Background: an optimization exercise with open tools, aiming at small area, a short achievable clock period and few clock cycles per item. Do not read the settings as production practice. In this exercise RTL edits were held to simulation tests only and were not proved equivalent to the original.

job 4399:
// precompute_pipe
module precompute_pipe (
  input  logic    clk,
  input  logic    rst,
  input  logic    in_pass,
  input  logic [3:0]  in_op,
  input  logic [2:0]  in_ra0,
  input  logic [2:0]  in_ra1,
  input  logic [2:0]  in_wa,
  input  logic [15:0] in_imm,
  input  logic    hold,
  output logic    in_accept,
  output logic    out_vld,
  output logic [2:0]  out_wa,
  output logic [31:0] out_wdata
);
  logic [19:0] in_enc;
  logic        h_vld;
  logic [19:0] h_enc;
  logic        h_adv;
  issue_stage i_issue_stage (
    .in_op  (pipe_pkg::opcode_t'(in_op)),
    .in_ra0 (in_ra0),
    .in_ra1 (in_ra1),
    .in_wa  (in_wa),
    .in_imm (in_imm),
    .enc    (in_enc)
  );
  inst_queue #(.DEPTH(15 - 8)) i_inst_queue (
    .clk       (clk),
    .rst       (rst),
    .in_pass   (in_pass),
    .in_enc    (in_enc),
    .h_adv     (h_adv),
    .in_accept (in_accept),
    .h_vld     (h_vld),
    .h_enc     (h_enc)
  );
  exec_unit i_exec_unit (
    .clk       (clk),
    .rst       (rst),
    .hold      (hold),
    .h_vld     (h_vld),
    .h_enc     (h_enc),
    .h_adv     (h_adv),
    .out_vld   (out_vld),
    .out_wa    (out_wa),
    .out_wdata (out_wdata)
  );
endmodule
Size in the first run: about 70 I/O pins, about 35000 um2 of cells after synthesis.
export LEC_CHECK = 0
export CAP_MARGIN = 20
export CORE_MARGIN = 2
export CORE_UTILIZATION = 60
export CTS_CLUSTER_DIAMETER = 80
export CTS_CLUSTER_SIZE = 25
export PLACE_DENSITY = 0.75
export SETUP_SLACK_MARGIN = 2.1
export SLEW_MARGIN = 20
create_clock -name core_clock -period 4.5 [get_ports {clk}]
run.sh (not shown) runs the stock make flow with config.mk's settings and CLKGATE_MAP_FILE= SYNTH_SCRIPT=/design/flow/synth_recipe.tcl, a recipe that flattens the netlist after the stock synthesis.
Testbench counts of job 4399, summed over its fixed seeds: cycles 12,080, items 12,000.
> inputs changed (job 4399 -> job 7627)
Settings: removing CTS_CLUSTER_DIAMETER (formerly 80); removing CTS_CLUSTER_SIZE (formerly 25); changing SETUP_SLACK_MARGIN from 2.1 to 2.7.
## What came out
Looking at the reports, job 7627 completed the entire flow and the layout it produced met the timing, design-rule and antenna checks. In the reports for job 7627 and job 4399, the smaller number of nets in the finished design belongs to job 4399. Compared with job 4399, job 7627 ends up with more cell area. Any difference in number of placed instances with taps included between job 4399 and job 7627 is small enough to ignore. Minimum setup slack in the final design improves in job 7627 relative to job 4399. Lower global-route usage was reported by job 4399, not job 7627.
For job 6423, these inputs were changed with respect to job 7627:
Settings: swapping 2.7 for 2.0 in SETUP_SLACK_MARGIN; putting CTS_CLUSTER_SIZE at 30 where nothing was set; putting CTS_CLUSTER_DIAMETER at 100 where nothing was set.
Notes after the runs:
The DRC violation total after the first TritonRoute iteration reported for job 6423 is smaller than that of job 7627 by 435.
Going from job 7627 to job 6423, wire length per cell shrinks by 1.8 um.
Job 7627 -> job 6423: synthesized-area fraction occupied by adder cells delta 0, exact match
[compare] base=job 7627 new=job 6423: number of buffers and inverters on the critical path now sits higher; achievable frequency now sits lower; die area now sits at about the same level.
The inputs of job 540 differ from those of job 6423 as listed below.
Settings: SETUP_SLACK_MARGIN now 2.2, was 2.0.
### Flow results
Job 540 finished every step from synthesis to the final layout, and the layout passed the timing, design-rule and antenna checks. The final reports for job 540 and job 6423 show register-to-register slack higher in the former. Detailed-routing iteration count for the pre-antenna-repair pass (lower): job 6423. Diff job 6423 -> job 540: clock buffer count in the final layout saw a decrease, timing-limited maximum frequency now larger. Against job 6423, area of combinational cells with multiple inputs in job 540 rose by a few percent. On job 540: met1 global-route usage is 0.74 points higher than what job 6423 gave. On job 540: sequential share of layout area is 1.2 points lower than what job 6423 gave.
For job 9406, these inputs were changed with respect to job 540:
Settings: changing SETUP_SLACK_MARGIN from 2.2 to 2.0; changing PLACE_DENSITY from 0.75 to 0.85; changing CORE_UTILIZATION from 60 to 75.
==> summary.txt <==
Summary: with job 540 as the reference, routed wire length in job 9406 moved down by a few percent. Job 9406: full flow OK, the timing, design-rule and antenna checks passed. Per the comparison of job 9406 with job 540, number of unique standard cell types used by synthesis closely matched the old numbers, layout buffer count excluding clock buffers saw a decrease, wire length on met3 +about 8%, via count of the first global-routing pass ~0 delta. Looking only at number of well-tap cells placed, and setting everything else aside, the higher value of job 9406 and job 540 goes to job 540. Looking at design area across both flows, job 9406 is the stronger of the two, with job 540 trailing. Against job 540, wire length of the first global-routing pass in job 9406 fell by a few percent. The higher total vias in the final route of job 9406 and job 540 is in job 9406.
Here is what was changed in the inputs of job 8493 compared with job 9406.
Settings: removing CTS_CLUSTER_SIZE (formerly 30); changing CORE_UTILIZATION from 75 to 60; changing PLACE_DENSITY from 0.85 to 0.75; removing CTS_CLUSTER_DIAMETER (formerly 100).
==> summary.txt <==
Job 8493 — placeable core area 24% higher, job 9406 as reference. Between job 9406 and job 8493, the flow reports wire length increasing slightly. Comparing shortest period the worst path allows for job 9406 and job 8493, the bigger number came from job 9406. Compared with job 9406, job 8493 shows ratio of final minimum period to clock period lower by 3.2 points. Of the two values seen for source of the critical timing path, i_exec_unit.fwd1[0] was produced by job 9406 and in_op[2] by job 8493. Comparing the two runs side by side, job 8493 comes out ahead of job 9406 on routed via count.

* * *

precompute_pipe, a different RTL version from the one above (not shown whole).
For scale: roughly 900 flip-flops, about 38,000 um2 of cells after synthesis.
## precompute_pipe
module precompute_pipe (
  input  logic    clk,
  input  logic    rst,
  input  logic    in_pass,
  input  logic [3:0]  in_op,
  input  logic [2:0]  in_ra0,
  input  logic [2:0]  in_ra1,
  input  logic [2:0]  in_wa,
  input  logic [15:0] in_imm,
  input  logic    hold,
  output logic    in_accept,
  output logic    out_vld,
  output logic [2:0]  out_wa,
  output logic [31:0] out_wdata
);
clock: 4.5 ns
lec_check: 0
cap_margin: 20
core_margin: 2
core_utilization: 55
cts_cluster_diameter: 100
cts_cluster_size: 30
place_density: 0.7
setup_slack_margin: 2.45
slew_margin: 20
Testbench counts at the start, summed over its fixed seeds: cycles 12,080, items 12,000.
Rerun with:
--- a/flow/config.mk
+++ b/flow/config.mk
@@ -8,5 +8,5 @@
 export CAP_MARGIN = 20
 export CORE_MARGIN = 2
-export CORE_UTILIZATION = 55
+export CORE_UTILIZATION = 60
 export CTS_CLUSTER_DIAMETER = 100
 export CTS_CLUSTER_SIZE = 30
Outcome:
- setup slack is worse by 0.0052 ns
- routed wire length fell by about 0.37%
- via count hardly moves
- die area shrinks by 8.2%
- area after synthesis does not change
- final area stays flat
- hold slack gets worse by 0.0095 ns
Rerun with:
--- a/flow/config.mk
+++ b/flow/config.mk
@@ -8,8 +8,8 @@
 export CAP_MARGIN = 20
 export CORE_MARGIN = 2
-export CORE_UTILIZATION = 60
+export CORE_UTILIZATION = 55
 export CTS_CLUSTER_DIAMETER = 100
 export CTS_CLUSTER_SIZE = 30
-export PLACE_DENSITY = 0.7
+export PLACE_DENSITY = 0.65
 export SETUP_SLACK_MARGIN = 2.45
 export SLEW_MARGIN = 20
Die area grows by 8.9%.
Synthesized cell count is unchanged.
Area after synthesis is unchanged.
Wire length grows by 2.7%.
Rerun with:
==> flow/config.mk (replaced) <==
export PLATFORM = sky130hd
export DESIGN_NAME = precompute_pipe
export DESIGN_NICKNAME = precompute_pipe
export VERILOG_FILES = /design/flow/design.v
export SDC_FILE = /design/flow/constraint.sdc
export NUM_CORES = 4
export LEC_CHECK = 0
export CAP_MARGIN = 0
export CORE_MARGIN = 2
export CORE_UTILIZATION = 60
export CTS_CLUSTER_DIAMETER = 100
export CTS_CLUSTER_SIZE = 30
export PLACE_DENSITY = 0.75
export SETUP_SLACK_MARGIN = 2.4
export SLEW_MARGIN = 0
Result:
- clock skew is lower by 0.0068 ns
- clock-buffer cell count does not change
- final area is lower by 1.2%
- die area is lower by 8.2%
- area after synthesis stays the same
- critical path depth is higher by 4

* * *

v57:
Another version of the RTL of precompute_pipe (not shown whole).
Size: ~640 flip-flops, roughly 0.029 mm² of cells after synthesis.
==> flow/config.mk <==
export PLATFORM = sky130hd
export DESIGN_NAME = precompute_pipe
export DESIGN_NICKNAME = precompute_pipe
export VERILOG_FILES = /design/flow/design.v
export SDC_FILE = /design/flow/constraint.sdc
export NUM_CORES = 4
export LEC_CHECK = 0
export CAP_MARGIN = 20
export CORE_MARGIN = 2
export CORE_UTILIZATION = 40
export PLACE_DENSITY = 0.6
export SLEW_MARGIN = 20
==> flow/constraint.sdc <==
create_clock -name core_clock -period 4.5 [get_ports {clk}]
set_input_delay 0.9000 -clock core_clock [delete_from_list [all_inputs] [get_ports {clk}]]
set_output_delay 0.9000 -clock core_clock [all_outputs]
set_load 0.01 [all_outputs]
No stage failed in v57, and the final checks on the layout all came back clean.
Testbench counts of v57, summed over its fixed seeds: cycles 12,016, items 12,000.
Changes in v10 relative to v57:
-- flow/config.mk --
<<< v57, line 8
>>> v10, line 8
export ABC_CLOCK_PERIOD_IN_PS = 2500
<<< v57, line 12
>>> v10, line 13
export SETUP_SLACK_MARGIN = 2.0
==> comparison <==
Maximum fanout encountered on the critical timing path, v10 and v57: larger value in v57
Area added between synthesis and finish in v10 is 9.5 points higher than in v57
Of v10 and v57, the higher number of multi-input logic gates belongs to v10.
Relative to v10, the following input files were edited for v15:
-- flow/config.mk --
<<< v10, line 8
export ABC_CLOCK_PERIOD_IN_PS = 2500
>>> v15, line 8
<<< v10, line 13
export SETUP_SLACK_MARGIN = 2.0
>>> v15, line 12
export SETUP_SLACK_MARGIN = 1.5
==> summary.txt <==
v15 finished all stages; the layout is clean.
NOTE: wire length the detailed router placed on met1 in v15 falls short of that of v10
Number of buffers added for setup after CTS: v15 and v10 compared, higher one is v10
Relative to v10, depth of the worst register-to-register path has gone down in v15.
Worst max-slew margin expressed relative to the limit on v15 is behind v10.
Compared with v10, in v15 core utilization of the finished layout fell by 0.55 points, post-synthesis share of cell area spent on xor and xnor gates now sits at about the same level.

==> afterwards: timing with drivers on the ports <==
How much do the figures lean on ideal ports? The routed layouts below were timed once more, with nothing changed but the port constraints.
Step 1: set_driving_cell puts a clkbuf_16 on clk and a buf_2 on each other input, an assumption about the parent block.
Step 2 also shifts input and output timing later by t, the mid clock arrival at the registers, as if the neighbouring blocks saw the same clock.
Three values: ideal, step 1, step 2; two values: the first two.
run | t, ns | slack for setup (ns) | hold WS [ns] | clock arrival spread, ns | pins driven straight from the clock port
job 4399 | 0.647 | 2.003 / 2.003 / 1.603 | 0.346 / 0.346 / 0.346 | 0.019 / 0.019 | 1
job 7627 | 0.675 | 2.142 / 2.142 / 1.937 | 0.341 / 0.341 / 0.341 | 0.029 / 0.029 | 1
job 6423 | 0.645 | 1.994 / 1.994 / 1.461 | 0.350 / 0.350 / 0.350 | 0.036 / 0.036 | 1
job 540 | 0.690 | 2.055 / 2.055 / 1.611 | 0.351 / 0.351 / 0.351 | 0.040 / 0.040 | 1
job 9406 | 0.689 | 1.895 / 1.895 / 1.286 | 0.351 / 0.351 / 0.351 | 0.022 / 0.022 | 1
job 8493 | 0.675 | 2.042 / 1.999 / 1.395 | 0.340 / 0.340 / 0.340 | 0.021 / 0.021 | 1
the first run of note 2 | 0.660 | 2.436 / 2.412 / 1.801 | 0.353 / 0.353 / 0.353 | 0.031 / 0.032 | 1
the second run of note 2 | 0.661 | 2.431 / 2.410 / 1.858 | 0.343 / 0.343 / 0.343 | 0.025 / 0.025 | 1
the third run of note 2 | 0.648 | 2.415 / 2.411 / 1.784 | 0.351 / 0.351 / 0.351 | 0.033 / 0.034 | 1
the fourth run of note 2 | 0.657 | 2.429 / 2.376 / 1.772 | 0.342 / 0.342 / 0.342 | 0.018 / 0.019 | 1
v57 | 0.677 | 0.118 / 0.118 / 0.118 | 0.414 / 0.414 / 0.414 | 0.029 / 0.029 | 1
v10 | 0.685 | 0.413 / 0.413 / 0.413 | 0.420 / 0.420 / 0.420 | 0.056 / 0.056 | 1
v15 | 0.674 | 0.468 / 0.468 / 0.468 | 0.405 / 0.405 / 0.405 | 0.020 / 0.020 | 1
After both steps every run listed still meets setup and hold. For the fourth run of note 2, which loses most, drivers alone change the setup slack by -0.053 ns; drivers and shift together by -0.657 ns.
